This design comes from an exercise in tuning for small area on the open sky130 flow, not from production work. In this exercise RTL edits were held to simulation tests only and were not proved equivalent to the original. Power figures rest on the tool's default switching activity, not on a simulated workload.

## rev 12
==> module spi_word_rx, before the edit <==
module spi_word_rx
(
	input  logic   clk,
	input  logic   trigger,
	input  logic   sck,
	input  logic   mosi,
	input  logic   cs,	 
	output synth_pkg::pitch_t pitch,
	output logic   accept	 
);
	logic [2:0] sck_sync;
	logic [1:0] mosi_sync;	 
	logic [2:0] cs_sync;
	logic sck_rise;
	logic cs_rise;
	logic cs_low;
	logic [synth_pkg::SPI_CNT_W-1:0] bit_cnt;
	synth_pkg::pitch_t               shreg;	 
	assign sck_rise = sck_sync[1] & ~sck_sync[2];
	assign cs_rise  = cs_sync[1] & ~cs_sync[2];
	assign cs_low   = ~cs_sync[1];
	always_ff @(posedge clk or posedge trigger) begin
		if (trigger) begin
			sck_sync  <= '0;
			mosi_sync <= '0;
			cs_sync   <= '1;	 
		end else begin
			sck_sync  <= {sck_sync[1:0], sck};
			mosi_sync <= {mosi_sync[0], mosi};
			cs_sync   <= {cs_sync[1:0], cs};
		end
	end
	always_ff @(posedge clk or posedge trigger) begin
		if (trigger) begin
			bit_cnt <= '0;
		end else if (!cs_low) begin
			bit_cnt <= '0;	 
		end else if (sck_rise && bit_cnt <= synth_pkg::SPI_CNT_W'(synth_pkg::SPI_WORD_BITS)) begin
			bit_cnt <= bit_cnt + 1'b1;
		end
	end
	always_ff @(posedge clk) begin
		if (sck_rise)
			shreg <= {shreg[synth_pkg::SPI_WORD_BITS-2:0], mosi_sync[1]};
	end
	assign accept = cs_rise && bit_cnt == synth_pkg::SPI_CNT_W'(synth_pkg::SPI_WORD_BITS);
	always_ff @(posedge clk or posedge trigger) begin
		if (trigger)
			pitch <= '0;
		else if (accept)
			pitch <= shreg;
	end
endmodule
==> module synth_top, before the edit <==
module synth_top
(
	input  logic clk,
	input  logic trigger,
	input  logic sck,
	input  logic mosi,
	input  logic cs,
	output logic i2s_bck,
	output logic i2s_lrck,
	output logic i2s_din
);
	synth_pkg::pitch_t pitch;
	logic accept;	 
	spi_word_rx i_rx (
		.clk     (clk),
		.trigger (trigger),
		.sck     (sck),
		.mosi    (mosi),
		.cs      (cs),
		.pitch   (pitch),
		.accept  (accept)
	);
	logic [7:0] cnt;	 
	logic       first;	 
	logic       live;	 
	always_ff @(posedge clk or posedge trigger) begin
		if (trigger) begin
			cnt   <= 8'd0;
			first <= 1'b1;
			live  <= 1'b0;
		end else begin
			cnt   <= cnt + {7'd0, !first};
			first <= 1'b0;
			if (cnt == 8'd254)
				live <= 1'b1;
		end
	end
	logic [4:0] j;		 
	logic [2:0] slot;	 
	logic       step;	 
	logic       vslot;	 
	assign j     = cnt[4:0];
	assign slot  = cnt[7:5];
	assign step  = slot == 3'd0;
	assign vslot = slot == 3'd7;
	logic [8:0] m;
	logic       nz;
	logic       note_pend;
	always_ff @(posedge clk or posedge trigger) begin
		if (trigger) begin
			m         <= '0;
			nz        <= 1'b0;
			note_pend <= 1'b0;
		end else begin
			if (cnt == 8'd255) begin
				note_pend <= accept;	 
				if (note_pend) begin
					m  <= 9'd511;
					nz <= 1'b1;
				end else if (m != 9'd0) begin
					m <= m - 1'b1;
				end else begin
					nz <= 1'b0;
				end
			end else if (accept) begin
				note_pend <= 1'b1;
			end
		end
	end
	logic [15:0] snap;
	always_ff @(posedge clk) begin
		if (cnt == 8'd0)
			snap <= {pitch[8:0], pitch[15:9]};
		else
			snap <= {snap[0], snap[15:1]};
	end
	logic [31:0] a_r;
	logic [31:0] k_r;
	logic        a_in;
	logic        k_in;
	logic        kc;		 
	logic [1:0]  ac;		 
	logic        k_old, a_old, kci, pbit, cbit;
	logic [1:0]  aci;
	logic [2:0]  a_sum;
	assign k_old = k_r[0] & live;	 
	assign a_old = a_r[0] & live;
	assign kci   = (j == 5'd0) ? 1'b1 : kc;
	assign aci   = (j == 5'd0) ? 2'd0 : ac;
	assign pbit  = snap[0] & (j >= 5'd8) & (j <= 5'd23);
	assign cbit  = synth_pkg::SAW_BASE[j];
	assign a_sum = a_old + pbit + cbit + aci;
	assign k_in = step ? (k_old ^ kci) : k_r[0];
	assign a_in = step ? a_sum[0] : a_r[0];
	always_ff @(posedge clk) begin
		k_r <= {k_in, k_r[31:1]};
		a_r <= {a_in, a_r[31:1]};
		kc  <= k_old & kci;
		ac  <= a_sum[2:1];
	end
	logic [15:0] dn;
	logic        dc;
	logic        dci;
	logic        d_src;
	logic        add_y;
	logic [1:0]  d_sum;
	logic        y;		 
	always_comb begin
		if (cnt >= 8'd19 && cnt <= 8'd31)
			d_src = a_in;			 
		else if (cnt >= 8'd32 && cnt <= 8'd34)
			d_src = cnt == 8'd34;	 
		else
			d_src = dn[0];
	end
	assign add_y = !vslot && (j >= 5'd19);
	assign dci   = (cnt[3:0] == 4'd3) ? 1'b0 : dc;
	assign d_sum = d_src + (y & add_y) + dci;
	always_ff @(posedge clk) begin
		dn <= {d_sum[0], dn[15:1]};
		dc <= d_sum[1];
	end
	logic        z;
	logic        x;
	logic [12:0] coef;
	logic [12:1] dl;	 
	logic [12:0] opnd;
	logic [3:0]  uc;
	logic [3:0]  uci;
	logic [4:0]  u_sum;
	assign z = vslot ? ((j >= 5'd16) ? dl[1] : dn[3]) : k_in;
	assign x = vslot ? 1'b0 : a_in;
	always_comb begin
		if (vslot)
			coef = {m, nz, nz, nz, nz};	 
		else
			coef = synth_pkg::SAW_DIFF[13*slot +: 13];
	end
	assign opnd = coef & {dl, z};
	assign uci  = (j == 5'd0) ? 4'd0 : uc;
	always_comb begin
		u_sum = {4'd0, x} + {1'b0, uci};
		for (int s = 0; s < 13; s++)
			u_sum = u_sum + {4'd0, opnd[s]};
	end
	assign y = u_sum[0];
	always_ff @(posedge clk) begin
		uc <= u_sum[4:1];
		if (j == 5'd31)
			dl <= '0;
		else
			dl <= {dl[11:1], z};
	end
	logic [31:0] out_r;
	logic        out_in;
	always_comb begin
		if (cnt >= 8'd237 && cnt <= 8'd252)
			out_in = y;		 
		else if (cnt >= 8'd253 || cnt <= 8'd12)
			out_in = dn[6];	 
		else
			out_in = out_r[0];
	end
	always_ff @(posedge clk)
		out_r <= {out_in, out_r[31:1]};
	logic [4:0] nb;		 
	logic [4:0] tp;		 
	logic       st;
	logic       din;
	assign nb = 5'(({1'b0, cnt} + 9'd9) >> 3);
	assign tp = 5'd28 - nb - cnt[4:0];
	always_ff @(posedge clk) begin
		if (tp[2:0] == 3'd0)
			case (tp[4:3])
			2'd0:    st <= out_in;	 
			2'd1:    st <= out_r[8];
			2'd2:    st <= out_r[16];
			default: st <= out_r[24];
			endcase
	end
	always_ff @(posedge clk or posedge trigger) begin
		if (trigger)
			din <= 1'b0;
		else if (cnt[2:0] == 3'd7)
			din <= live & st;
	end
	assign i2s_bck  = cnt[2];	 
	assign i2s_lrck = cnt[7];
	assign i2s_din  = din;
endmodule
==> flow/config.mk <==
export PLATFORM = sky130hd
export DESIGN_NAME = synth_top
export DESIGN_NICKNAME = synth_top
export VERILOG_FILES = /design/flow/design.v
export SDC_FILE = /design/flow/constraint.sdc
export NUM_CORES = 4
export LEC_CHECK = 0
export CAP_MARGIN = 20
export CORE_MARGIN = 2
export CORE_UTILIZATION = 70
export CTS_BUF_LIST = sky130_fd_sc_hd__clkbuf_8
export CTS_CLUSTER_DIAMETER = 300
export CTS_CLUSTER_SIZE = 18
export SLEW_MARGIN = 20
==> flow/constraint.sdc <==
create_clock -name core_clock -period 10.0 [get_ports {clk}]
set_input_delay 2.0000 -clock core_clock [delete_from_list [all_inputs] [get_ports {clk}]]
set_output_delay 2.0000 -clock core_clock [all_outputs]
set_load 0.01 [all_outputs]
run.sh (not shown) runs the stock make flow with config.mk's settings and CLKGATE_MAP_FILE= SYNTH_SCRIPT=/design/flow/synth_recipe.tcl, a recipe that flattens the netlist after the stock synthesis.
## Diff of input files: rev 13 against rev 12
-- flow/design.v --
<<< rev 12, line 29
	logic [2:0] sck_sync;
	logic [1:0] mosi_sync;	 
	logic [2:0] cs_sync;
	logic sck_rise;
	logic cs_rise;
>>> rev 13, line 29
	logic [2:0] sck_sync;
	logic [1:0] mosi_sync;	 
	logic [2:0] ncs_sync;	 
	logic sck_rise;
	logic cs_rise;
<<< rev 12, line 36
	synth_pkg::pitch_t               shreg;	 
	assign sck_rise = sck_sync[1] & ~sck_sync[2];
	assign cs_rise  = cs_sync[1] & ~cs_sync[2];
	assign cs_low   = ~cs_sync[1];
	always_ff @(posedge clk or posedge trigger) begin
		if (trigger) begin
			sck_sync  <= '0;
			mosi_sync <= '0;
			cs_sync   <= '1;	 
		end else begin
			sck_sync  <= {sck_sync[1:0], sck};
			mosi_sync <= {mosi_sync[0], mosi};
			cs_sync   <= {cs_sync[1:0], cs};
		end
	end
	always_ff @(posedge clk or posedge trigger) begin
		if (trigger) begin
			bit_cnt <= '0;
		end else if (!cs_low) begin
			bit_cnt <= '0;	 
		end else if (sck_rise && bit_cnt <= synth_pkg::SPI_CNT_W'(synth_pkg::SPI_WORD_BITS)) begin
>>> rev 13, line 36
	synth_pkg::pitch_t               shreg;	 
	assign sck_rise = sck_sync[1] & ~sck_sync[2];
	assign cs_rise  = ~ncs_sync[1] & ncs_sync[2];
	assign cs_low   = ncs_sync[1];
	always_ff @(posedge clk or posedge trigger) begin
		if (trigger) begin
			sck_sync <= '0;
			ncs_sync <= '0;	 
		end else begin
			sck_sync <= {sck_sync[1:0], sck};
			ncs_sync <= {ncs_sync[1:0], ~cs};
		end
	end
	always_ff @(posedge clk)
		mosi_sync <= {mosi_sync[0], mosi};
	always_ff @(posedge clk) begin
		if (!cs_low) begin
			bit_cnt <= '0;	 
		end else if (sck_rise && bit_cnt <= synth_pkg::SPI_CNT_W'(synth_pkg::SPI_WORD_BITS)) begin
<<< rev 12, line 102
	);
	logic [7:0] cnt;	 
	logic       first;	 
	logic       live;	 
	always_ff @(posedge clk or posedge trigger) begin
		if (trigger) begin
			cnt   <= 8'd0;
			first <= 1'b1;
			live  <= 1'b0;
		end else begin
			cnt   <= cnt + {7'd0, !first};
			first <= 1'b0;
			if (cnt == 8'd254)
				live <= 1'b1;
>>> rev 13, line 100
	);
	logic [7:0] cnt;	 
	logic       run;	 
	logic       live;	 
	always_ff @(posedge clk or posedge trigger) begin
		if (trigger) begin
			cnt   <= 8'd0;
			run   <= 1'b0;
			live  <= 1'b0;
		end else begin
			cnt   <= cnt + {7'd0, run};
			run   <= 1'b1;
			if (cnt == 8'd254)
				live <= 1'b1;
[summary]
Total power in rev 13 is 0.86% above rev 12.
In the metrics for rev 13 and rev 12, the one carrying the lower final cycle utilization of the critical path is rev 13.
Rev 12 reports its timing endpoint of the critical path as st$_DFFE_PN_ while rev 13 reports dn[15]$_DFF_P_.
Summary of rev 13 over rev 12: width of the die was more or less identical; area of all placed cells without fillers ~0 delta.
Comparing rev 12 with rev 13, the die area came out essentially unchanged.
Going from rev 12 to rev 13, cell area after placement barely changed, slack of the critical path climbed 0.044 ns.

static timing again, ports no longer ideal:
Ports are ideal in the flow. The routed layouts listed here were re-timed in OpenROAD. Step 1 assumes that a clkbuf_16 drives the clock port and a buf_2 every other input. Step 2 also shifts input and output timing later by t, the mid clock arrival at the registers, as if the neighbouring blocks saw the same clock. Three values: ideal ports, drivers, drivers and shift; two values: the first two.
run	t, ns	slack for setup (ns)	worst slew at a driven data input, ns
rev 12	0.515	3.820 / 3.820 / 3.820	0.03
rev 13	0.522	3.864 / 3.864 / 3.864	0.04
After both steps every run listed still meets setup and hold.
